What follows belongs to an exercise in optimizing a design on an open flow for small area, a short achievable clock period and few clock cycles per item; a production flow would make more cautious choices.
RTL that was checked went through simulation tests only; none was proved equivalent to the original.
For runs 3 to 5, only the layout was checked, not whether the RTL still works.
Power figures rest on the tool's default switching activity, not on a simulated workload.

[design.v]
`default_nettype none
package rdc_pkg;
   localparam int FIELD_BITS = 32;
   localparam int NCELL = 14;
   localparam int DIGIT_BITS = 4;
   localparam logic [1:0] TY_ONE  = 2'd0;   
   localparam logic [1:0] TY_BIN  = 2'd1;   
   localparam logic [1:0] TY_QUAT = 2'd2;   
   localparam logic [1:0] TY_TERN = 2'd3;   
endpackage
`default_nettype wire
`default_nettype none
import rdc_pkg::*;
module radix_digit_converter_unit (
   input  wire logic        clock,
   input  wire logic        reset,
   input  wire logic        req_tvalid,
   output logic             req_tready,
   input  wire logic [31:0] req_tdata,    
   output logic             rsp_tvalid,
   input  wire logic        rsp_tready,
   output logic [7:0]       rsp_tdata,    
   output logic             rsp_tlast,    
   input  wire logic        csr_wr_en,
   input  wire logic [4:0]  csr_wr_data   
);
   function automatic logic [3:0] add3(input logic [3:0] d);
      add3[3] = d[3] | (d[2] & d[0]) | (d[2] & d[1]);
      add3[2] = (d[3] & d[0]) | (d[2] & ~d[1] & ~d[0]);
      add3[1] = (d[3] & ~d[0]) | (d[1] & d[0]) | (~d[2] & d[1]);
      add3[0] = (d[3] & ~d[0]) | (d[2] & d[1] & ~d[0]) | (~d[3] & ~d[2] & d[0]);
   endfunction
   function automatic logic [1:0] lead(input logic [3:0] c, input logic [1:0] ty);
      case (ty)
         TY_BIN:  lead = c[3] ? 2'd3 : c[2] ? 2'd2 : c[1] ? 2'd1 : 2'd0;
         TY_QUAT: lead = (c[3:2] != 2'd0) ? 2'd1 : 2'd0;
         TY_TERN: lead = (c >= 4'd3) ? 2'd1 : 2'd0;
         default: lead = 2'd0;
      endcase
   endfunction
   function automatic logic [2:0] top_nib(input logic [31:0] v);
      logic [2:0] t;
      t = 3'd0;
      for (int i = 1; i < 8; i++) begin
         if (v[4*i +: 4] != 4'd0) t = 3'(i);
      end
      top_nib = t;
   endfunction
   function automatic logic [3:0] top_cell(input logic [NCELL-1:0][3:0] c);
      logic [3:0] t;
      t = 4'd0;
      for (int i = 1; i < NCELL; i++) begin
         if (c[i] != 4'd0) t = 4'(i);
      end
      top_cell = t;
   endfunction
   logic [4:0]  radix_ff;
   logic        rdy_ff;
   logic        v_full;
   logic [31:0] v_data;
   logic        v_ld;       
   logic        v_oct;      
   logic        v_bcd;      
   logic        v_gen;      
   logic [3:0]  v_rc;       
   logic [3:0]  v_k;        
   logic [7:2]  v_hl;       
   logic [7:3]  v_hr;       
   logic [2:0]  v_top;      
   logic [1:0]  v_ty;       
   logic [2:0]  v_idx;      
   logic [1:0]  v_bit;      
   logic [3:0]  v_nib;      
   logic        a_busy, a_done;
   logic [1:0]  a_ty;
   logic [NCELL-1:0][3:0] a_cell;
   logic        e_busy, e_first;
   logic        e_lp;       
   logic [1:0]  e_ty;
   logic [3:0]  e_j;
   logic [1:0]  e_s;
   logic [NCELL-1:0][3:0] e_cell;
   logic        t_v;
   logic [3:0]  t_d;
   logic        o_v, o_l, s_v, s_l;
   logic [3:0]  o_d, s_d;
   assign req_tready = rdy_ff;
   assign rsp_tvalid = o_v;
   assign rsp_tdata  = {4'd0, o_d};
   assign rsp_tlast  = o_l;
   logic [4:0] r_eff;
   logic       d_ld, d_oct, d_bcd, d_gen;
   logic [3:0] d_rc;
   logic [1:0] d_ty;
   always_comb begin
      r_eff = radix_ff;
      if (r_eff < 5'd2)  r_eff = 5'd2;
      if (r_eff > 5'd16) r_eff = 5'd16;
      d_ld = (r_eff == 5'd2) || (r_eff == 5'd4) || (r_eff == 5'd16);
      d_oct = (r_eff == 5'd8);
      d_bcd = (r_eff == 5'd10);
      d_gen = !d_ld && !d_oct && !d_bcd;
      d_rc  = (r_eff == 5'd3) ? 4'd9 : r_eff[3:0];
      case (r_eff)
         5'd2:    d_ty = TY_BIN;
         5'd4:    d_ty = TY_QUAT;
         5'd3:    d_ty = TY_TERN;
         default: d_ty = TY_ONE;
      endcase
   end
   logic       emit, e_last, handoff, start, start_last, step_last, v_free;
   logic       push, e_tail;
   logic [3:0] p_dig;
   logic       p_last;
   logic [2:0] top;
   logic [3:0] nib1;
   logic       g_full, g_three;    
   logic       bit_in;
   logic [3:0] e_rd;
   logic [1:0] s_eff, s_max;
   logic [3:0] e_dig;
   logic [3:0] h_top;          
   logic [NCELL-1:0] h_nz;
   logic [1:0] h_s0;           
   logic [3:0] e_j_n;
   logic [1:0] e_s_n;
   always_comb begin
      h_top = top_cell(a_cell);
      for (int i = 0; i < NCELL; i++) h_nz[i] = (a_cell[i] != 4'd0);
      h_s0 = lead(a_cell[0], a_ty);
      e_rd = e_cell[e_j];
      case (e_ty)
         TY_BIN:  s_max = 2'd3;
         TY_QUAT: s_max = 2'd1;
         TY_TERN: s_max = 2'd1;
         default: s_max = 2'd0;
      endcase
      s_eff = e_first ? lead(e_rd, e_ty) : e_s;
      if (s_eff == 2'd0) begin
         e_j_n = e_j - 4'd1;
         e_s_n = s_max;
      end else begin
         e_j_n = e_j;
         e_s_n = s_eff - 2'd1;
      end
      case (e_ty)
         TY_BIN:  e_dig = {3'd0, e_rd[s_eff]};
         TY_QUAT: e_dig = s_eff[0] ? {2'd0, e_rd[3:2]} : {2'd0, e_rd[1:0]};
         TY_TERN: begin
            if (s_eff[0]) e_dig = (e_rd >= 4'd6) ? 4'd2 : (e_rd >= 4'd3) ? 4'd1 : 4'd0;
            else          e_dig = (e_rd >= 4'd6) ? e_rd - 4'd6 : (e_rd >= 4'd3) ? e_rd - 4'd3 : e_rd;
         end
         default: e_dig = e_rd;
      endcase
   end
   always_comb begin
      push       = !s_v && (t_v || e_busy);
      emit       = e_busy && !s_v && !t_v;
      e_last     = emit && e_lp;
      e_tail     = emit && a_done && (e_ty == TY_ONE) && (e_j == 4'd1);
      handoff    = a_done && (!e_busy || e_last || e_tail);
      p_dig      = t_v ? t_d : e_dig;
      p_last     = t_v || e_last;
      start      = v_full && !a_busy && (!a_done || handoff);
      top        = v_top;
      start_last = v_ld || v_oct || ((v_bcd || (v_gen && g_full)) && (top == 3'd0));
      step_last  = (v_idx == 3'd0) && (!v_gen || (v_bit == 2'd0));
      v_free     = (a_busy && step_last) || (start && start_last);
      nib1       = v_data[{top, 2'b00} +: 4];
      g_full     = (v_rc[3] && !nib1[3]) || (nib1[3:2] == 2'd0);
      g_three    = v_rc[3] && nib1[3];
      bit_in     = v_nib[v_bit];
   end
   logic [NCELL-1:0][3:0] first_cells, bcd_cells, gen_cells;
   always_comb begin
      first_cells = '0;
      if (v_ld) begin
         for (int i = 0; i < 8; i++) first_cells[i] = v_data[4*i +: 4];
      end else if (v_oct) begin
         for (int i = 0; i < 10; i++) first_cells[i] = {1'b0, v_data[3*i +: 3]};
         first_cells[10] = {2'd0, v_data[31:30]};
      end else if (v_bcd) begin
         if (nib1 >= 4'd10) begin
            first_cells[0] = nib1 - 4'd10;
            first_cells[1] = 4'd1;
         end else begin
            first_cells[0] = nib1;
         end
      end else if (g_full) begin
         first_cells[0] = nib1;
      end else if (g_three) begin
         first_cells[0] = {1'd0, nib1[3:1]};
      end else begin
         first_cells[0] = {2'd0, nib1[3:2]};
      end
   end
   localparam int NBCD = 10;
   logic [NBCD-1:0][3:0] bx, bc;
   always_comb begin
      bx = a_cell[NBCD-1:0];
      for (int s = 3; s >= 0; s--) begin
         for (int i = 0; i < NBCD; i++) bc[i] = add3(bx[i]);
         for (int i = 0; i < NBCD; i++) begin
            bx[i] = {bc[i][2:0], (i == 0) ? v_nib[s] : bc[i-1][3]};
         end
      end
      bcd_cells = '0;
      bcd_cells[NBCD-1:0] = bx;
   end
   logic [NCELL-1:0][3:0] g_t0, g_t1;
   logic [NCELL-1:0]      gg, pp, gn, pn;    
   logic [NCELL:0]        g_cy;
   always_comb begin
      for (int i = 0; i < NCELL; i++) begin
         g_t0[i] = {a_cell[i][2:0], 1'b0} + v_k;
         g_t1[i] = g_t0[i] + 4'd1;
         gg[i]   = a_cell[i][3];
         pp[i]   = a_cell[i][3];
         for (int h = 3; h < 8; h++) gg[i] = gg[i] | (v_hr[h] & (a_cell[i][2:0] >= 3'(h)));
         for (int h = 2; h < 8; h++) pp[i] = pp[i] | (v_hl[h] & (a_cell[i][2:0] >= 3'(h)));
      end
      for (int l = 0; l < 4; l++) begin
         gn = gg;
         pn = pp;
         for (int i = 0; i < NCELL; i++) begin
            if ((i >> l) & 1) begin
               gn[i] = gg[i] | (pp[i] & gg[((i >> l) << l) - 1]);
               pn[i] = pp[i] & pp[((i >> l) << l) - 1];
            end
         end
         gg = gn;
         pp = pn;
      end
      g_cy[0] = bit_in;
      for (int i = 0; i < NCELL; i++) g_cy[i+1] = gg[i] | (pp[i] & bit_in);
      for (int i = 0; i < NCELL; i++) begin
         if (g_cy[i]) gen_cells[i] = g_cy[i+1] ? g_t1[i][3:0] : {a_cell[i][2:0], 1'b1};
         else         gen_cells[i] = g_cy[i+1] ? g_t0[i][3:0] : {a_cell[i][2:0], 1'b0};
      end
   end
   logic       v_full_n, a_busy_n, step_last_n;
   logic [2:0] v_idx_n;
   logic [1:0] v_bit_n;
   always_comb begin
      v_idx_n = v_idx;
      v_bit_n = v_bit;
      if (start) begin
         if (v_gen && !g_full) begin
            v_idx_n = top;
            v_bit_n = g_three ? 2'd0 : 2'd1;
         end else begin
            v_idx_n = top - 3'd1;
            v_bit_n = 2'd3;
         end
      end else if (a_busy) begin
         if (!v_gen || v_bit == 2'd0) begin
            v_idx_n = v_idx - 3'd1;
            v_bit_n = 2'd3;
         end else begin
            v_bit_n = v_bit - 2'd1;
         end
      end
      v_full_n    = rdy_ff ? req_tvalid : (v_full && !v_free);
      a_busy_n    = (start && !start_last) || (a_busy && !step_last);
      step_last_n = (v_idx_n == 3'd0) && (!v_gen || (v_bit_n == 2'd0));
   end
   always_ff @(posedge clock) begin
      if (reset) begin
         radix_ff <= 5'd2;
         rdy_ff   <= 1'b1;
         v_full   <= 1'b0;
         a_busy   <= 1'b0;
         a_done   <= 1'b0;
         e_busy   <= 1'b0;
         t_v      <= 1'b0;
         o_v      <= 1'b0;
         s_v      <= 1'b0;
      end else begin
         if (csr_wr_en) radix_ff <= csr_wr_data;
         v_full <= v_full_n;
         rdy_ff <= !v_full_n || (a_busy_n && step_last_n);
         a_busy <= a_busy_n;
         if ((start && start_last) || (a_busy && step_last)) a_done <= 1'b1;
         else if (handoff) a_done <= 1'b0;
         if (handoff) e_busy <= 1'b1;
         else if (e_last) e_busy <= 1'b0;
         if (e_tail) t_v <= 1'b1;
         else if (!s_v) t_v <= 1'b0;
         if (s_v) begin
            if (!o_v || rsp_tready) begin
               o_v <= 1'b1;
               s_v <= 1'b0;
            end
         end else if (push) begin
            if (!o_v || rsp_tready) o_v <= 1'b1;
            else s_v <= 1'b1;
         end else if (rsp_tready) begin
            o_v <= 1'b0;
         end
      end
      if (rdy_ff) begin
         v_data <= req_tdata;
         v_ld   <= d_ld;
         v_oct  <= d_oct;
         v_bcd  <= d_bcd;
         v_gen  <= d_gen;
         v_rc   <= d_rc;
         v_k    <= 4'd0 - d_rc;
         for (int h = 2; h < 8; h++) v_hl[h] <= (d_rc[3:1] == 3'(h));
         for (int h = 3; h < 8; h++) v_hr[h] <= ({1'b0, d_rc[3:1]} + {3'd0, d_rc[0]} == 4'(h));
         v_top  <= top_nib(req_tdata);
         v_ty   <= d_ty;
      end
      v_idx <= v_idx_n;
      v_bit <= v_bit_n;
      v_nib <= v_data[{v_idx_n, 2'b00} +: 4];
      if (start) begin
         a_cell <= first_cells;
         a_ty   <= v_ty;
      end else if (a_busy) begin
         a_cell <= v_gen ? gen_cells : bcd_cells;
      end
      if (handoff) begin
         e_cell <= a_cell;
         e_j    <= h_top;
         e_first <= 1'b1;
         e_lp   <= !(|h_nz[NCELL-1:1]) && (h_s0 == 2'd0);
         e_ty   <= a_ty;
      end else if (emit) begin
         e_first <= 1'b0;
         e_j    <= e_j_n;
         e_s    <= e_s_n;
         e_lp   <= (e_j_n == 4'd0) && (e_s_n == 2'd0);
      end
      if (s_v) begin
         if (!o_v || rsp_tready) begin
            o_d <= s_d;
            o_l <= s_l;
         end
      end else if (push) begin
         if (!o_v || rsp_tready) begin
            o_d <= p_dig;
            o_l <= p_last;
         end else begin
            s_d <= p_dig;
            s_l <= p_last;
         end
      end
      if (e_tail) t_d <= e_cell[0];
   end
endmodule
`default_nettype wire
[flow/run.sh]
#!/bin/bash
# Standard layout, with timing repair aiming well below the clock period
# (repair_timing treats any path with less than SETUP_SLACK_MARGIN ns of slack
# as failing) and a clock tree built without dummy loads.
set -euo pipefail
bash standard.sh synth > synth.log 2>&1
bash standard.sh SETUP_SLACK_MARGIN=8.5 \
   "CTS_ARGS=-sink_clustering_enable -repair_clock_nets -dont_use_dummy_load" \
   finish > layout.log 2>&1
[standard.sh]
#!/bin/bash
# synth_recipe.tcl (not shown) runs the flow's synth.tcl, then flattens the netlist and writes it again
# the make line also repeats each setting of config.mk as NAME=value (left out here)
make -C /OpenROAD-flow-scripts/flow DESIGN_CONFIG=/design/flow/config.mk WORK_HOME=/design/flow/orfs CLKGATE_MAP_FILE= SYNTH_SCRIPT=/design/flow/synth_recipe.tcl "${@:-finish}"
[config.mk]
export PLATFORM = sky130hd
export DESIGN_NAME = radix_digit_converter_unit
export DESIGN_NICKNAME = radix_digit_converter_unit
export VERILOG_FILES = /design/flow/design.v
export SDC_FILE = /design/flow/constraint.sdc
export NUM_CORES = 4
export LEC_CHECK = 0
export ABC_AREA = 1
export CAP_MARGIN = 20
export CORE_MARGIN = 2
export CORE_UTILIZATION = 60
export SLEW_MARGIN = 20
[constraint.sdc]
create_clock -name core_clock -period 12.0 [get_ports {clock}]
set_input_delay 2.4000 -clock core_clock [delete_from_list [all_inputs] [get_ports {clock}]]
set_output_delay 2.4000 -clock core_clock [all_outputs]
set_load 0.01 [all_outputs]
==> run notes, run 1 <==
* Status: no timing/DRC/antenna violations
* GRT overflow at 0
* Num Clock Sinks at 217
* Post-synth top cells: nand2_1, inv_1, nor2_1, edfxtp_1, o21ai_0
* Max-slew violations at 0
* IO Pins at 53
* Routed Antenna Nets at 0
* Number of synthesized flops with an enable pin at 182
* Cell with the most instances after synthesis: nand2_1
* CTS H-tree lvls at 1
* Final cell count without fillers at 2802
* Clock buffer depth at 3
* Initial antenna violation count at 0
* Setup_tns at 0 ns
* Post-synth top flop: edfxtp_1
* Flops & latches, synth at 217
* Leakage power at 8.19 nW
* Slew HR at 26.7%
* NetSw at 0.00193 W
* Flop pwr share at 29.0%
* RSZ-0062 raised after global routing: false
* Power share of the combinational group at 55.3%
* Via count at 16900
* GRT Overall Usage at 34.8%
* CTS tree: yes
* Crit path buf inv count at 1
* Post-synth top area share at between 30% and 40%
* Sequential area share after synthesis at between 30% and 40%
* DIE WIDTH at approximately 170 µm
* Critical path type: reg -> out
* Switch share at ~48%
* First-pass GRT wire length at 82.7 mm
* CTS Buf Count at 25
* # DRC at 0
* Hold Vio Cnt, Final at 0
* Share of layout cells above drive strength 1 at 6.89%
* Pre-antenna DRT Iters at 6
* Die Area at 29800 µm²
* Clock power frac at 15.7%
* Hold Path Cell Cnt at 0
* Period utilisation layout at 28.9%
* Worst path cell trace: buf_2
* Slowest-stage cell, CP: dfxtp_4
* Core area at 27900 µm²
* Starting Density at about three fifths
* Max-Cap Viols at 0
* Largest delay share family, worst path: flip-flops
* Drt via density at around 6.0
* Die Ht at 173 µm
* Fraction of registers with async set/reset at 0%
* Worst Hold Class: reg -> reg
* Final setup vio count at 0
* Placer Congestion at 0.931
* Worst Reg-to-Reg Cells at 15
* Post-DP HPWL at 39.2 mm
* Detailed Route Iter0 Violations at 1675
* Fillers at 2468
* Worst skew pair latency at about 0.53 ns
* PortBufs at 48
* Kind of end point of the critical path: primary output
* Crit. path cell count at 1
* Internal at 0.00209 W
* Final wirelength at 52.9 mm
* Synth area leader: edfxtp_1
* Tmin final at 3.47 ns
* Antenna diode count at 0
* Clock skew at 0.0434 ns
* Max Freq at roughly 290 MHz
* Synth unique cells at 72
* Final #Nets at ~2500
* Pin count of the biggest net entering global routing at 65
* DR WL/cell at 18.9 µm
* Crit start category: flop
* Gate Count Post-Synth at 2396
* Final Util at 66.3%
* Setup slack, reg-to-reg at 8.73 ns
* Max Fanout on Critical Path at 2
* Clock Pin Slew Worst Setup and Hold Paths at 0.06 ns
* Synth Cell Area at roughly 17000 µm²
* WP data required at 9.60 ns
* Slew at the pin closest to its max-slew limit at 1.10 ns
* Dpl cells at 2754
* Root buf cell: clkbuf_16
* Worst Path Arrival at approximately 1.1 ns
* Synthesized area per cell at 7.12 µm²
* Synthesis Warnings at 1
* Maximum VDD drop at 0.000149 V
* Pwr/cell area at roughly 220 nW/µm²
* P&R area growth vs syn at 8.29%
* CP max stage delay at 0.39 ns
* Vias in the first global route at 15600
* Synth area leaders: edfxtp_1, nand2_1, inv_1
* Core Rows at 61
[cell families (layout without fill, tap and decap cells)]
family,after synthesis,after routing,synth area share [%]
buffers and inverters,413,437,10.0
adders and majority gates,56,56,4.72
xor gates and xnor gates,47,47,2.41
other,1,4,0.0220
AOI/OAI and AO/OA,531,532,18.5
and+or+nand+nor,1131,1131,28.2
DFF,217,217,36.2
[registers in the layout, summed over array words and instances, names as in the netlist, 2 cells and up]
| register | flops |
|---|---|
| a_cell | 56 |
| a_ty | 2 |
| e_cell | 56 |
| e_j | 4 |
| e_s | 2 |
| e_ty | 2 |
| o_d | 4 |
| radix_ff | 5 |
| s_d | 4 |
| t_d | 4 |
| v_bit | 2 |
| v_data | 32 |
| v_hl | 6 |
| v_hr | 5 |
| v_idx | 3 |
| v_k | 4 |
| v_nib | 4 |
| v_top | 3 |
| v_ty | 2 |
[layer usage]
layer	GRT usage, %	vias up	share of wire (%)
met2	56.5	857	45
met3	5.43	165	9.6
li1	-	8109	-
met4	17.3	0	5.3
met1	45.5	7745	40
met5	0	-	0
[worst paths after layout]
path / startpoint / to
max: rdy_ff / req_tready
min: v_ty[0] / a_ty[0]
max reg2reg: v_top[0] / v_nib[2]
min reg2reg: v_ty[0] / a_ty[0]
[stage by stage]
stage	total power (W)	worst slack (ns)	hold WS (ns)	area, µm²
after floorplan	0.00280	8.60	0.400	17100
after global placement	0.00325	7.89	0.409	17600
after detailed placement	0.00332	7.72	0.408	17600
after CTS	0.00395	8.49	0.422	18300
after global routing	0.00436	8.50	0.437	18500
final	0.00402	8.53	0.420	18500
[placed cells by master, fill, tap and decap left out, types with 19 or more instances in the layout]
cell type,Yosys,final
nor2_1,226,225
clkbuf_16,0,25
buf_4,15,30
nand4_1,19,19
a22oi_1,24,24
ha_1,42,42
inv_1,296,295
o211ai_1,36,36
o21ai_0,167,167
o22ai_1,22,22
nor3_1,42,42
clkdlybuf4s50_1,0,41
nand2_1,623,622
o21ai_1,53,53
inv_2,33,33
nand3_1,150,150
dfxtp_1,35,33
a21oi_1,135,135
edfxtp_1,182,182
xor2_1,29,29
[timing repair]
item	in CTS	in global routing
pin swaps	1	3
setup buffers	4	18
gates resized for setup	32	9
endpoints found under the setup margin	94	44
cloned	1	0
hold endpoints to repair	0	0
hold buffers	0	0
[area by class of cell]
cell class                 count  area [µm²]  share of cell area [%]
sequential                   217        6170                    33.4
timing repair buffer          80         702                    3.80
inverter                     332        1260                    6.83
multi-input combinational   1770        9240                    50.0
clock buffer                  25         626                    3.39
tap                          378         473                    2.56
[power groups by stage]
stage | Sequential (W) | Clock (W) | Combinational [W]
floorplan | 0.00108 | 0 | 0.00173
global placement | 0.00118 | 0 | 0.00207
detailed placement | 0.00118 | 0 | 0.00213
CTS | 0.00116 | 0.000636 | 0.00216
global route | 0.00118 | 0.000666 | 0.00252
finish | 0.00117 | 0.000631 | 0.00222
Testbench counts, summed over its fixed seeds: cycles 25,734, digits 21,042.
==> inputs of run 2 (changes only) <==
--- a/flow/run.sh
+++ b/flow/run.sh
@@ -6,4 +6,4 @@
 bash standard.sh synth > synth.log 2>&1
 bash standard.sh SETUP_SLACK_MARGIN=8.5 \
-   "CTS_ARGS=-sink_clustering_enable -repair_clock_nets -dont_use_dummy_load" \
+   "CTS_ARGS=-sink_clustering_enable -repair_clock_nets -dont_use_dummy_load -buf_list sky130_fd_sc_hd__clkbuf_8" \
    finish > layout.log 2>&1
==> run 2 against run 1 <==
Compared with the run above: still clean; wire length increased by 0.26%; combinational power about the same; synthesized cell count unchanged; critical path type unchanged; highest routed layer unchanged.
==> run notes, run 2 <==
* GRT Overall Usage at 34.9%
* Largest delay share family, worst path: flip-flops
* Drt via density at roughly 6.0
* Gate Count Post-Synth at roughly 2400
* Synth area leader: edfxtp_1
* Clock buffer depth at 3
* Max Freq at 289 MHz
* Slowest-stage cell, CP: dfxtp_4
* Final wirelength at 53.0 mm
* Synth unique cells at 72
* Period utilisation layout at 28.8%
* Final instance area at between 15000 and 20000 µm²
* Via count at 17000
* Critical path type: reg -> out
* DIE WIDTH at 173 µm
* Post-DP HPWL at 39.2 mm
* Worst path cell trace: buf_2
* GRT overflow at 0
* Commonest non-fill, non-tap cells in the layout: nand2_1, inv_1, nor2_1
* Post-synth top cells: nand2_1, inv_1, nor2_1, edfxtp_1, o21ai_0
* First-pass GRT wire length at slightly above 80 mm
* Leakage power at 8.16 nW
* Core area at 27900 µm²
* Die Area at 29800 µm²
* Final Util at between 60% and 70%
* PortBufs at 48
* CTS tree: yes
* Clock Pin Slew Worst Setup and Hold Paths at 0.06 ns
* RSZ-0062 raised after global routing: false
* Synth area leaders: edfxtp_1, nand2_1, inv_1
* Share of layout cells above drive strength 1 at 7.38%
* Top Registers: a_cell x56, e_cell x56, v_data x32
* Cell with the most instances after synthesis: nand2_1
* CP max stage delay at about 0.4 ns
* Status: no timing/DRC/antenna violations
* Flops & latches, synth at between 200 and 250
* Kind of end point of the critical path: primary output
* Max Fanout on Critical Path at 2
* Worst Path Arrival at 1.06 ns
* Starting Density at between 60% and 70%
* Tmin final at 3.46 ns
* Placer Congestion at approximately 0.93
* Worst Hold Class: reg -> reg
* Synthesis Warnings at 1
* Pwr/cell area at 215 nW/µm²
* Detailed Route Iter0 Violations at 1940
* Synthesized area per cell at 7.12 µm²
* Post-CTS Hold Fix Bufs at 0
* Final setup vio count at 0
* Pin count of the biggest net entering global routing at 65
* Crit path buf inv count at 1
* Sequential area share after synthesis at around 36%
* Most common cell after layout, fill and taps aside: nand2_1
* Vias in the first global route at 15700
* Slew at the pin closest to its max-slew limit at 1.09 ns
* Hold Vio Cnt, Final at 0
* Post-synth top area share at 32.0%
* Placed inst area at 17600 µm²
* Number of synthesized flops with an enable pin at 182
* # DRC at 0
* CTS Buf Count at 39
* Final #Nets at about 2500
* Antenna diode count at 0
* Routed Antenna Nets at 0
* Core Rows at just over 60
* CTS H-tree lvls at 2
* Worst skew pair latency at 0.53 ns
* P&R area growth vs syn at 7.76%
* Post-synth top flop: edfxtp_1
* Maximum VDD drop at roughly 0.00013 V
* Pre-antenna DRT Iters at 6
* Die Ht at 173 µm
* Max-Cap Viols at 0
* Max-slew violations at 0
* Fraction of registers with async set/reset at 0%
* Root buf cell: clkbuf_8
* Slew HR at ~28%
* Num Clock Sinks at 217
* Synth Cell Area at 17100 µm²
* DR WL/cell at 18.8 µm
* Clock skew at ~0.032 ns
* IO Pins at 53
* Initial antenna violation count at 0
* Crit start category: flop
* WP data required at approximately 9.6 ns
* Setup_tns at 0 ns
[run 2: timing repair]
item                       4_1_cts  5_1_grt
setup buffers                    3       19
setup endpoints to repair       94       45
cloned                           1        0
resized for setup               31        8
pin swaps                        1        3
[run 2: metrics by stage]
| stage | setup slack, ns | hold WS [ns] | instances | power [W] |
|---|---|---|---|---|
| detailed placement | 7.72 | 0.408 | 2754 | 0.00332 |
| floorplan | 8.60 | 0.400 | 2399 | 0.00280 |
| finish | 8.54 | 0.421 | 2816 | 0.00395 |
| global placement | 7.89 | 0.409 | 2754 | 0.00325 |
| global route | 8.51 | 0.437 | 2816 | 0.00428 |
| CTS | 8.50 | 0.421 | 2797 | 0.00388 |
[run 2: kinds of logic (layout without fill, tap and decap cells)]
group | count (synthesis) | after routing | share of synthesized area [%]
flops | 217 | 217 | 36.2
simple gates | 1131 | 1131 | 28.2
compound gates | 531 | 532 | 18.5
fa+ha+maj | 56 | 56 | 4.72
other cells | 1 | 4 | 0.0220
xor+xnor | 47 | 47 | 2.41
buf+inv | 413 | 451 | 10.0
[run 2: area by class of cell]
cell class,count,area [µm²]
Inverter,332,1260
Sequential cell,217,6170
Clock buffer,39,537
Fill cell,2490,9480
Multi-Input combinational cell,1770,9240
Tap cell,378,473
Timing Repair Buffer,80,702
[run 2: path summary, 6_finish.rpt]
| check | end | start | cells past startpoint | slack, ns |
|---|---|---|---|---|
| setup reg to reg | v_nib[2] | v_top[0] | 15 | 8.71 |
| setup / recovery | req_tready | rdy_ff | 1 | 8.54 |
| hold reg to reg | a_ty[0] | v_ty[0] | 0 | 0.42 |
| hold / removal | a_ty[0] | v_ty[0] | 0 | 0.42 |
[run 2: metal layers]
metal | vias to the layer above | share of wire, % | track usage (%)
met5 | - | 0 | 0
met4 | 0 | 5.8 | 18.9
met3 | 216 | 9.7 | 5.87
met2 | 914 | 45 | 56.2
met1 | 7724 | 40 | 45.1
li1 | 8137 | - | -
[run 2: power breakdown]
group	switching, W	leakage (nW)	internal [W]
clock	0.000270	0.280	0.000286
combinational	0.00147	5.85	0.000751
sequential	0.000184	2.03	0.000982
==> inputs of run 3 (changes only) <==
--- a/design.v
+++ b/design.v
@@ -81,6 +81,7 @@
    logic [1:0]  e_s;
    logic [NCELL-1:0][3:0] e_cell;
+   logic [1:0]  t_n;
+   logic [3:0]  t_d1, t_d0;
    logic        t_v;
-   logic [3:0]  t_d;
    logic        o_v, o_l, s_v, s_l;
    logic [3:0]  o_d, s_d;
@@ -110,5 +111,5 @@
    end
    logic       emit, e_last, handoff, start, start_last, step_last, v_free;
-   logic       push, e_tail;
+   logic       push, e_tail, e_tail2;
    logic [3:0] p_dig;
    logic       p_last;
@@ -155,11 +156,14 @@
    end
    always_comb begin
+      t_v        = (t_n != 2'd0);
       push       = !s_v && (t_v || e_busy);
       emit       = e_busy && !s_v && !t_v;
       e_last     = emit && e_lp;
+      e_tail2    = emit && a_done && (e_ty == TY_ONE) && (e_j == 4'd2);
       e_tail     = emit && a_done && (e_ty == TY_ONE) && (e_j == 4'd1);
-      handoff    = a_done && (!e_busy || e_last || e_tail);
-      p_dig      = t_v ? t_d : e_dig;
-      p_last     = t_v || e_last;
+      handoff    = a_done && (!e_busy || e_last || e_tail || e_tail2);
+      p_dig      = t_n[1] ? t_d1 : t_d0;
+      p_last     = t_v ? !t_n[1] : e_last;
+      if (!t_v) p_dig = e_dig;
       start      = v_full && !a_busy && (!a_done || handoff);
       top        = v_top;
@@ -273,5 +277,5 @@
          a_done   <= 1'b0;
          e_busy   <= 1'b0;
-         t_v      <= 1'b0;
+         t_n      <= 2'd0;
          o_v      <= 1'b0;
          s_v      <= 1'b0;
@@ -285,6 +289,7 @@
          if (handoff) e_busy <= 1'b1;
          else if (e_last) e_busy <= 1'b0;
-         if (e_tail) t_v <= 1'b1;
-         else if (!s_v) t_v <= 1'b0;
+         if (e_tail2) t_n <= 2'd2;
+         else if (e_tail) t_n <= 2'd1;
+         else if (t_v && !s_v) t_n <= t_n - 2'd1;
          if (s_v) begin
             if (!o_v || rsp_tready) begin
@@ -347,5 +352,10 @@
          end
       end
-      if (e_tail) t_d <= e_cell[0];
+      if (e_tail2) begin
+         t_d1 <= e_cell[1];
+         t_d0 <= e_cell[0];
+      end else if (e_tail) begin
+         t_d0 <= e_cell[0];
+      end
    end
 endmodule
--- a/flow/run.sh
+++ b/flow/run.sh
@@ -6,4 +6,4 @@
 bash standard.sh synth > synth.log 2>&1
 bash standard.sh SETUP_SLACK_MARGIN=8.5 \
-   "CTS_ARGS=-sink_clustering_enable -repair_clock_nets -dont_use_dummy_load -buf_list sky130_fd_sc_hd__clkbuf_8" \
+   "CTS_ARGS=-sink_clustering_enable -repair_clock_nets -dont_use_dummy_load" \
    finish > layout.log 2>&1
==> run 3 against run 2 <==
Compared with the run above: power grew 7.8%; first-iteration DRC count grew 17%; clock skew shrank 0.0056 ns; clock power grew about 20%; die area grew 1.8%; utilization grew 0.17 points; critical path type unchanged.
==> run notes, run 3 <==
* Largest delay share family, worst path: flip-flops
* Leakage power at 8.45 nW
* Synth area leaders: edfxtp_1, nand2_1, inv_1
* Slowest-stage cell, CP: edfxtp_1
* Max Freq at between 200 and 300 MHz
* Post-synth top cells: nand2_1, inv_1, nor2_1, o21ai_0, edfxtp_1
* CP max stage delay at 0.36 ns
* Clock Pin Slew Worst Setup and Hold Paths at 0.05 ns
* Hold Path Cell Cnt at 0
* Worst min-delay path startpoint: v_ty[1]
* Slew HR at 26.5%
* Tmin final at approximately 3.4 ns
* Num Clock Sinks at 222
* Synthesized area per cell at 7.07 µm²
* Number of synthesized flops with an enable pin at 186
* Die Area at slightly above 30000 µm²
* Worst Path Arrival at about 1.0 ns
* Worst path cell trace: buf_2
* NetSw at between 0.002 and 0.0025 W
* Post-DP HPWL at 41.4 mm
* Initial antenna violation count at 0
* Pin count of the biggest net entering global routing at 62
* IO Pins at 53
* Starting Density at 60.7%
* Worst Reg-to-Reg Cells at 15
* Max-Cap Viols at 0
* CTS Buf Count at 26
* Max-slew violations at 0
* Crit start category: flop
* Status: no timing/DRC/antenna violations
* Final #Nets at 2596
* Clock buffer depth at 3
* Drt via density at 6.00
* P&R area growth vs syn at 9.01%
* # DRC at 0
* Power share of the combinational group at 55.5%
* RSZ-0062 raised after global routing: false
* Hold Path Sink: a_ty[1]
* Fraction of registers with async set/reset at 0%
* Pre-antenna DRT Iters at 6
* Hold Vio Cnt, Final at 0
* Flops & latches, synth at 222
* Dpl cells at between 2000 and 3000
* Synth area leader: edfxtp_1
* Critical path type: reg -> out
* Pwr/cell area at approximately 220 nW/µm²
* WP data required at 9.60 ns
* Internal at approximately 0.0022 W
* Period utilisation layout at 28.6%
* Synth Cell Area at 17400 µm²
* Placer Congestion at 1.01
* Share of layout cells above drive strength 1 at just over 6%
* Via count at 17300
* Root buf cell: clkbuf_16
* First-pass GRT wire length at around 87 mm
* Top Registers: a_cell x56, e_cell x56, v_data x32
* Worst hold slack at 0.427 ns
* Post-synth top area share at 32.2%
* Core area at 28600 µm²
* CTS H-tree lvls at 1
* Most common cell after layout, fill and taps aside: nand2_1
* Final cell count without fillers at 2878
* Vias in the first global route at roughly 16000
* Synthesis Warnings at 1
* DIE WIDTH at ~170 µm
* Final wirelength at 55.2 mm
* R2r startpoint: v_hl[6]
* Synth unique cells at 68
* GRT Overall Usage at 36.2%
* Setup slack, reg-to-reg at approximately 8.7 ns
* Detailed Route Iter0 Violations at 2265
* Clock power frac at 15.7%
* GRT overflow at 0
* Cell with the most instances after synthesis: nand2_1
* Die Ht at 174 µm
* Maximum VDD drop at 0.000122 V
* Worst skew pair latency at ~0.55 ns
* Core Rows at 62
* Flop pwr share at 28.9%
* Routed Antenna Nets at 0
* CTS tree: yes
* Worst r2r dst: a_cell[36]
* Switch share at a little under 50%
* Post-synth top flop: edfxtp_1
* Max Fanout on Critical Path at 1
* Crit path buf inv count at 1
* Commonest non-fill, non-tap cells in the layout: nand2_1, inv_1, nor2_1
* Kind of end point of the critical path: primary output
* Gate Count Post-Synth at 2456
* PortBufs at between 40 and 50
* Clock skew at 0.0268 ns
* Final setup vio count at 0
* DR WL/cell at roughly 19 µm
* Antenna diode count at 0
* Setup_tns at 0 ns
* Worst Hold Class: reg -> reg
* Sequential area share after synthesis at 36.3%
* Slew at the pin closest to its max-slew limit at 1.10 ns
run 3: changes by cell type after synthesis, sizes merged, moves of 8 or more:
cell,previous run,this run
inv,329,337
o21ai,228,249
nor2,238,255
nor3,43,58
a22oi,24,16
run 3: cell type report:
class,instances,area (µm²)
Multi-Input combinational cell,1818,9390
Timing Repair Buffer,89,806
Tap cell,384,480
Clock buffer,26,651
Fill cell,2539,9690
Inverter,339,1290
Sequential cell,222,6310
run 3: worst max path at each step:
stage	startpoint	end	slack, ns	cells past startpoint
6_report	o_l	rsp_tlast	8.57	1
5_1_grt	e_j[1]	o_d[0]	8.50	22
4_1_cts	e_j[0]	a_cell[14]	8.52	10
3_5_place_dp	req_tdata[8]	v_top[0]	8.12	8
3_3_place_gp	req_tdata[9]	v_top[0]	8.10	8
2_1_floorplan	e_j[0]	a_cell[0]	8.59	14
run 3: logic make-up after synthesis:
kind of cell	count (synthesis)	share of synthesized area, %
muxes	1	0.0576
DFF	222	36.3
and+or+nand+nor	1165	28.6
adders and majority gates	58	4.78
xor gates and xnor gates	55	2.77
AOI/OAI and AO/OA	535	17.5
buffers and inverters	419	9.94
other	1	0.0216
run 3: power groups by stage:
stage               Clock, W  Combinational, W  Sequential (W)
finish              0.000666           0.00236         0.00123
global route        0.000694           0.00267         0.00124
CTS                 0.000668           0.00226         0.00123
detailed placement         0           0.00225         0.00124
global placement           0           0.00219         0.00124
floorplan                  0           0.00178         0.00114
run 3: repair_timing:
action	in CTS	in global routing
hold buffers	0	0
hold endpoints to repair	0	0
gates resized for setup	34	16
pin swaps	0	0
setup buffers	0	29
setup endpoints to repair	68	45
run 3: through the flow:
| step | area, µm² | power, W | util (%) | setup WS (ns) |
|---|---|---|---|---|
| finish | 18900 | 0.00425 | 66.1 | 8.57 |
| detailed placement | 18000 | 0.00350 | 62.8 | 8.12 |
| global route | 18900 | 0.00460 | 66.1 | 8.50 |
| floorplan | 17400 | 0.00292 | - | 8.59 |
| CTS | 18600 | 0.00416 | 65.0 | 8.52 |
| global placement | 18000 | 0.00343 | 62.8 | 8.10 |
run 3: per-layer routing:
metal	vias up	track usage (%)	wire [µm]
li1	8296	-	-
met2	898	59.4	25100
met5	-	0	0
met4	0	16.2	2480
met1	7902	46.7	22000
met3	173	6.93	5570
==> inputs of run 4 (changes only) <==
--- a/design.v
+++ b/design.v
@@ -67,5 +67,4 @@
    logic [7:2]  v_hl;       
    logic [7:3]  v_hr;       
-   logic [2:0]  v_top;      
    logic [1:0]  v_ty;       
    logic [2:0]  v_idx;      
@@ -167,5 +166,5 @@
       if (!t_v) p_dig = e_dig;
       start      = v_full && !a_busy && (!a_done || handoff);
-      top        = v_top;
+      top        = top_nib(v_data);
       start_last = v_ld || v_oct || ((v_bcd || (v_gen && g_full)) && (top == 3'd0));
       step_last  = (v_idx == 3'd0) && (!v_gen || (v_bit == 2'd0));
@@ -314,5 +313,4 @@
          for (int h = 2; h < 8; h++) v_hl[h] <= (d_rc[3:1] == 3'(h));
          for (int h = 3; h < 8; h++) v_hr[h] <= ({1'b0, d_rc[3:1]} + {3'd0, d_rc[0]} == 4'(h));
-         v_top  <= top_nib(req_tdata);
          v_ty   <= d_ty;
       end
==> run 4 against run 3 <==
Compared with the run above: still clean on timing, DRC and antenna; global-route usage decreased by 0.22 points; non-clock buffer count rose by 17; critical path depth grew 1; largest cell class unchanged; setup slack worse by 0.10 ns.
==> run notes, run 4 <==
* Synthesis Warnings at 1
* Antenna diode count at 0
* Core Rows at just over 60
* Post-synth top flop: edfxtp_1
* Status: no timing/DRC/antenna violations
* GRT Overall Usage at 36.0%
* Worst Hold Class: reg -> reg
* Drt via density at 6.10
* Period utilisation layout at approximately 29%
* CTS tree: yes
* Most common cell after layout, fill and taps aside: nand2_1
* Top Registers: a_cell x56, e_cell x56, v_data x32
* # DRC at 0
* CTS Buf Count at 25
* Gate Count Post-Synth at 2421
* Synth area leader: edfxtp_1
* Root buf cell: clkbuf_16
* Worst r2r dst: a_cell[18]
* Maximum VDD drop at 0.000151 V
* Commonest non-fill, non-tap cells in the layout: nand2_1, inv_1, nor2_1
* Clock Pin Slew Worst Setup and Hold Paths at about 0.060 ns
* Number of synthesized flops with an enable pin at 183
* Starting Density at 61.3%
* Setup slack, reg-to-reg at 8.69 ns
* Worst Path Arrival at 1.13 ns
* Final setup vio count at 0
* Clock buffer depth at 3
* Die Area at about 30000 µm²
* Synth area leaders: edfxtp_1, nand2_1, inv_1
* Sequential cell area at between 6000 and 7000 µm²
* R2r startpoint: v_hl[4]
* PortBufs at 48
* DR WL/cell at 19.5 µm
* First-pass GRT wire length at 84.9 mm
* Clock power frac at between 10% and 20%
* Hold Path Sink: a_ty[0]
* Crit start category: flop
* Detailed Route Iter0 Violations at 1995
* Synth Cell Area at 17100 µm²
* Kind of end point of the critical path: primary output
* WP data required at 9.60 ns
* Flop pwr share at 28.8%
* Switch share at 47.9%
* Sequential area share after synthesis at 36.3%
* Max-Cap Viols at 0
* Final Util at around two thirds
* Final #Nets at between 2000 and 3000
* Worst Slack Setup Final at 8.47 ns
* Pre-antenna DRT Iters at 6
* Worst Reg-to-Reg Cells at 13
* Area of the multi-input gates at 9380 µm²
* Worst min-delay path startpoint: v_ty[0]
* Slew at the pin closest to its max-slew limit at 0.980 ns
* Share of layout cells above drive strength 1 at 8.31%
* RSZ-0062 raised after global routing: true
* Internal at 0.00213 W
* Pin count of the biggest net entering global routing at between 60 and 70
* Pwr/cell area at around 210 nW/µm²
* Leakage power at 8.54 nW
* Max Fanout on Critical Path at 2
* Vias in the first global route at 15800
* Setup_tns at 0 ns
* Via count at approximately 17000
* Critical path type: reg -> out
* Tmin final at 3.53 ns
* Flops & latches, synth at 219
* Final wirelength at ~56 mm
* Post-place setup slack at 7.27 ns
* Initial antenna violation count at 0
* Slew HR at 34.7%
* Max Freq at 283 MHz
* DIE WIDTH at between 150 and 200 µm
* GRT overflow at 0
* Synthesized area per cell at 7.07 µm²
* CTS H-tree lvls at 1
* Num Clock Sinks at 219
* Placer Congestion at 0.967
* IO Pins at 53
* Post-DP HPWL at 41.2 mm
* Max-slew violations at 0
* Routed Antenna Nets at 0
* Core area at 27900 µm²
* Fillers at 2406
* Hold Path Cell Cnt at 0
* P&R area growth vs syn at 11.4%
* Synth unique cells at 63
* Power share of the combinational group at between 50 and 60%
* Post-synth top area share at 32.1%
* Post-synth top cells: nand2_1, inv_1, nor2_1, edfxtp_1, nand3_1
* Cell with the most instances after synthesis: nand2_1
* Hold Vio Cnt, Final at 0
* NetSw at 0.00196 W
* Worst skew pair latency at approximately 0.56 ns
* Clock skew at about 0.074 ns
* Fraction of registers with async set/reset at 0%
* Die Ht at 173 µm
-- run 4: cell types whose count changed after synthesis, moves of 6 or more --
| cell | delta |
|---|---|
| or2_2 | +8 |
| o221ai_1 | +6 |
| buf_4 | -6 |
| o21ai_0 | -34 |
| nand3_1 | +31 |
| a21oi_1 | -30 |
| a22oi_1 | +16 |
| inv_2 | +17 |
| nor2_1 | +13 |
| nand2_1 | -33 |
-- run 4: layer usage --
metal  up-vias  track usage (%)  wire length [µm]
li1       8240                -                 -
met3       238             5.12              6090
met5         -                0                 0
met4         0             20.7              3790
met1      7920             46.8             20800
met2      1024             57.7             25000
-- run 4: layout make-up --
type / count / share of cell area, %
multi-input cells: 1779 / 49.2
flip-flops and latches: 219 / 32.6
inverters: 350 / 7.10
repair buffers: 106 / 5.38
clock buffers: 25 / 3.28
well taps: 378 / 2.48
-- run 4: power by group through the flow --
stage | logic [W] | clock network (W) | registers, W
after floorplan | 0.00163 | 0 | 0.00111
after global placement | 0.00204 | 0 | 0.00120
after detailed placement | 0.00210 | 0 | 0.00120
after CTS | 0.00213 | 0.000643 | 0.00118
after global routing | 0.00253 | 0.000670 | 0.00118
final | 0.00227 | 0.000641 | 0.00118
-- run 4: how the worst max path moves through the flow --
stage,end,slack [ns],startpoint,depth (start not counted)
2_1_floorplan,rdy_ff,8.50,t_n[1],22
3_3_place_gp,a_cell[5],7.56,t_n[1],17
3_5_place_dp,a_cell[5],7.27,t_n[1],17
4_1_cts,req_tready,8.45,rdy_ff,2
5_1_grt,req_tready,8.46,rdy_ff,2
6_report,req_tready,8.47,rdy_ff,2
-- run 4: through the flow --
stage / cell area [µm²] / hold WS (ns) / power [W] / cells
floorplan: 17100 / 0.400 / 0.00273 / 2424
global placement: 17800 / 0.406 / 0.00324 / 2784
detailed placement: 17800 / 0.426 / 0.00330 / 2784
CTS: 18600 / 0.451 / 0.00396 / 2820
global route: 19100 / 0.467 / 0.00438 / 2857
finish: 19100 / 0.442 / 0.00409 / 2857
-- run 4: repair_timing --
action                                  4_1_cts  5_1_grt
endpoints found under the setup margin      107       79
gates resized for setup                      41       43
setup buffers                                 9       36
gates cloned                                  2        1
pin swaps                                     1        1
hold buffers                                  0        0
-- run 4: cells by family after synthesis --
logic type	after synthesis	share of synthesized area, %
and+or+nand+nor	1170	29.3
AOI/OAI and AO/OA	498	17.1
buffers and inverters	427	10.0
DFF	219	36.3
adders and majority gates	58	4.85
xor gates and xnor gates	48	2.45
other	1	0.0219
-- run 4: worst max-delay path: stages (launching register included) --
cell	delay, ns
dfxtp_4	0.35
buf_12	0.13
buf_6	0.11
==> inputs of run 5 (changes only) <==
--- a/design.v
+++ b/design.v
@@ -67,4 +67,5 @@
    logic [7:2]  v_hl;       
    logic [7:3]  v_hr;       
+   logic [2:0]  v_top;      
    logic [1:0]  v_ty;       
    logic [2:0]  v_idx;      
@@ -166,5 +167,5 @@
       if (!t_v) p_dig = e_dig;
       start      = v_full && !a_busy && (!a_done || handoff);
-      top        = top_nib(v_data);
+      top        = v_top;
       start_last = v_ld || v_oct || ((v_bcd || (v_gen && g_full)) && (top == 3'd0));
       step_last  = (v_idx == 3'd0) && (!v_gen || (v_bit == 2'd0));
@@ -313,4 +314,5 @@
          for (int h = 2; h < 8; h++) v_hl[h] <= (d_rc[3:1] == 3'(h));
          for (int h = 3; h < 8; h++) v_hr[h] <= ({1'b0, d_rc[3:1]} + {3'd0, d_rc[0]} == 4'(h));
+         v_top  <= top_nib(req_tdata);
          v_ty   <= d_ty;
       end
--- a/flow/run.sh
+++ b/flow/run.sh
@@ -6,4 +6,4 @@
 bash standard.sh synth > synth.log 2>&1
 bash standard.sh SETUP_SLACK_MARGIN=8.5 \
-   "CTS_ARGS=-sink_clustering_enable -repair_clock_nets -dont_use_dummy_load" \
+   "CTS_ARGS=-sink_clustering_enable -repair_clock_nets -dont_use_dummy_load -buf_list sky130_fd_sc_hd__clkbuf_8" \
    finish > layout.log 2>&1
==> run 5 against run 4 <==
Compared with the run above: still clean on timing, DRC and antenna; maximum frequency rose by 3.3%; first-iteration DRC count rose by 15%; clock skew fell by 0.012 ns; worst hold slack got worse by 0.017 ns; register-to-register slack barely moved; non-clock buffer count fell by 15; global-route usage rose by 0.43 points; combinational power rose by 4%; critical path type unchanged; critical endpoint is now rsp_tlast; largest power group unchanged; highest routed layer unchanged.
==> run notes, run 5 <==
* Sequential area share after synthesis at between 30% and 40%
* Post-synth top flop: edfxtp_1
* Max-slew violations at 0
* Compound-Gate Fraction of Synth Area at 17.5%
* Power share of the combinational group at 56.8%
* Most common cell after layout, fill and taps aside: nand2_1
* Pre-antenna DRT Iters at 6
* Met2 GRT Util at between 50% and 60%
* GRT busiest layer: met2
* Core Rows at just over 60
* First-pass GRT wire length at between 80 and 90 mm
* Drt via density at 6.02
* Via count at 17400
* Final wirelength at ~55 mm
* R2r startpoint: v_hl[6]
* Max Freq at 292 MHz
* Worst Hold Class: reg -> reg
* Met1 GRT Util at 46.9%
* Largest family of logic cells by synthesized area: simple AND/OR/NAND/NOR gates
* Routed Antenna Nets at 0
* Setup slack, reg-to-reg at about 8.7 ns
* # DRC at 0
* Placed inst area at between 15000 and 20000 µm²
* CP max stage delay at 0.36 ns
* Met3 usage at 7.50%
* Clock skew at 0.0613 ns
* Crit start category: flop
* Fraction of registers with async set/reset at 0%
* Synth area leader: edfxtp_1
* Final #Nets at ~2600
* Crit. path cell count at 1
* Post-synth top cells: nand2_1, inv_1, nor2_1, o21ai_0, edfxtp_1
* Worst Reg-to-Reg Cells at 15
* GRT Overall Usage at 36.4%
* Antenna diode count at 0
* Synth unique cells at 68
* PortBufs at 48
* Worst setup endpoint: rsp_tlast
* Number of synthesized flops with an enable pin at about 190
* Worst path cell trace: buf_2
* CTS H-tree lvls at 2
* Kind of end point of the critical path: primary output
* Die Ht at 174 µm
* Xor/xnor share of the synthesized area at 2.77%
* P&R area growth vs syn at 8.46%
* Num Clock Sinks at between 200 and 250
* Final setup vio count at 0
* Starting Density at 60.7%
* Fillers at around 2600
* Mux contribution to synthesized area at 0.0576%
* Hold Vio Cnt, Final at 0
* Post-DP HPWL at 41.4 mm
* DR WL/cell at 19.2 µm
* Largest delay share family, worst path: flip-flops
* Gate Count Post-Synth at 2456
* Clock power frac at a little over an eighth
* Top Registers: a_cell x56, e_cell x56, v_data x32
* Die Area at roughly 30000 µm²
* Adder-Cell Fraction of Synth Area at under 10%
* Root buf cell: clkbuf_8
* Post-CTS Hold Fix Bufs at 0
* Worst r2r dst: a_cell[36]
* Slew at the pin closest to its max-slew limit at 1.07 ns
* Pin count of the biggest net entering global routing at 62
* Switch share at slightly below 50%
* Share of layout cells above drive strength 1 at 6.70%
* WP data required at 9.60 ns
* Final instance area at approximately 19000 µm²
* Simple-gate area share of the yosys netlist at between 20 and 30%
* Slew HR at about 28%
* Cell with the most instances after synthesis: nand2_1
* RSZ-0062 raised after global routing: false
* Maximum VDD drop at 0.000146 V
* Slowest-stage cell, CP: edfxtp_1
* Pwr/cell area at ~220 nW/µm²
* Max-Cap Viols at 0
* Worst Path Arrival at 1.02 ns
* Core area at around 29000 µm²
* Flop pwr share at 29.4%
* GRT overflow at 0
* Initial antenna violation count at 0
* Synth area leaders: edfxtp_1, nand2_1, inv_1
* Clock buffer depth at 3
* Tmin final at around 3.4 ns
* Critical path type: reg -> out
* Detailed Route Iter0 Violations at 2286
* Flops & latches, synth at 222
* Setup_tns at 0 ns
* DIE WIDTH at around 170 µm
* Clock Pin Slew Worst Setup and Hold Paths at ~0.05 ns
* Placer Congestion at 1.01
* CTS tree: yes
* Crit path launch: o_l
* Commonest non-fill, non-tap cells in the layout: nand2_1, inv_1, nor2_1
* Leakage power at 8.42 nW
* NetSw at 0.00205 W
* Max Fanout on Critical Path at 1
* Post-synth top area share at 32.2%
* CTS Buf Count at 39
* IO Pins at 53
* Synthesis Warnings at 1
* Period utilisation layout at 28.5%
* Crit path buf inv count at 1
* Synth Cell Area at 17400 µm²
* Worst skew pair latency at 0.57 ns
* Vias in the first global route at roughly 16000
* Status: no timing/DRC/antenna violations
* Synthesized area per cell at 7.07 µm²
* Internal at roughly 0.0021 W
-- run 5: changes by cell type after synthesis, moves of 13 or more --
cell / previous run / this run
o21ai_0: 178 / 212
nand2_1: 595 / 628
nand3_1: 183 / 152
a21oi_1: 112 / 142
inv_2: 37 / 20
a22oi_1: 32 / 16
nor2_1: 260 / 247
-- run 5: through the flow --
| step | util [%] | cells | total power (W) | hold WS, ns | setup slack (ns) |
|---|---|---|---|---|---|
| floorplan | - | 2459 | 0.00292 | 0.400 | 8.59 |
| global placement | 62.8 | 2822 | 0.00343 | 0.406 | 8.10 |
| detailed placement | 62.8 | 2822 | 0.00350 | 0.418 | 8.12 |
| CTS | 64.7 | 2861 | 0.00407 | 0.431 | 8.51 |
| global route | 65.8 | 2893 | 0.00452 | 0.442 | 8.48 |
| finish | 65.8 | 2893 | 0.00418 | 0.425 | 8.58 |
-- run 5: what timing repair did --
action                                  in CTS  in global routing
pin swaps                                    0                  0
gates resized for setup                     32                 16
buffers inserted                             0                 31
endpoints found under the setup margin      68                 39
-- run 5: worst min-delay path by stage --
stage                       start  endpoint  cells after the start
after floorplan           v_ty[0]   a_ty[0]                      0
after global placement    v_ty[1]   a_ty[1]                      0
after detailed placement  v_ty[1]   a_ty[1]                      0
after CTS                 v_ty[1]   a_ty[1]                      0
after global routing      v_ty[0]   a_ty[0]                      0
final                     v_ty[1]   a_ty[1]                      0
-- run 5: cell families (layout without fill, tap and decap cells) --
kind of cell               Yosys count  in the layout
AOI/OAI and AO/OA                  535            535
xor gates and xnor gates            55             55
adders and majority gates           58             58
other                                1              4
DFF                                222            222
and+or+nand+nor                   1165           1165
buffers and inverters              419            469
muxes                                1              1
-- run 5: layout make-up --
cell class	instances	area, µm²	share of cell area (%)
flip-flops and latches	222	6310	33.5
clock buffers	39	537	2.85
repair buffers	91	812	4.31
multi-input cells	1818	9410	49.9
inverters	339	1290	6.87
well taps	384	480	2.55
-- run 5: metal layers --
layer / up-vias / share of wire (%)
li1: 8315 / -
met1: 7914 / 39
met3: 202 / 11
met4: 0 / 4.9
met5: - / 0
met2: 993 / 45
-- run 5: power groups by stage --
| stage | sequential, W | clock (W) | combinational (W) |
|---|---|---|---|
| floorplan | 0.00114 | 0 | 0.00178 |
| global placement | 0.00124 | 0 | 0.00219 |
| detailed placement | 0.00124 | 0 | 0.00225 |
| CTS | 0.00123 | 0.000577 | 0.00226 |
| global route | 0.00124 | 0.000607 | 0.00268 |
| finish | 0.00123 | 0.000573 | 0.00237 |

-- afterwards: timing with drivers on the ports --
The results above use ideal ports. As a check the final layouts listed here were re-extracted and re-timed, cells and wires unchanged. Step 1 sets driving cells, clkbuf_16 on the clock port and buf_2 on the other inputs (assumed; they add their load-dependent delay and slew). Step 2, shift: input delay + t, output delay - t, t = (earliest + latest rising clock arrival at the registers) / 2. This alone moves slack from input paths to output paths. a / b / c = ideal ports / drivers / drivers and shift; a / b = the first two.
run	t, ns	setup slack, ns	worst setup path after step 2	worst slew at a driven data input, ns	cell pins on the clock port's net
run 1	0.566	8.529 / 8.475 / 8.033	input to register	0.04	1
run 2	0.559	8.540 / 8.492 / 8.052	input to register	0.04	1
run 3	0.587	8.569 / 8.516 / 8.121	input to register	0.04	1
run 4	0.572	8.467 / 8.414 / 8.102	input to register	0.05	1
run 5	0.584	8.579 / 8.532 / 8.124	input to register	0.03	1
After both steps setup and hold are still met in every run listed. The setup slack of run 1, which loses most, moves by -0.054 ns with the drivers and by -0.496 ns with both steps.
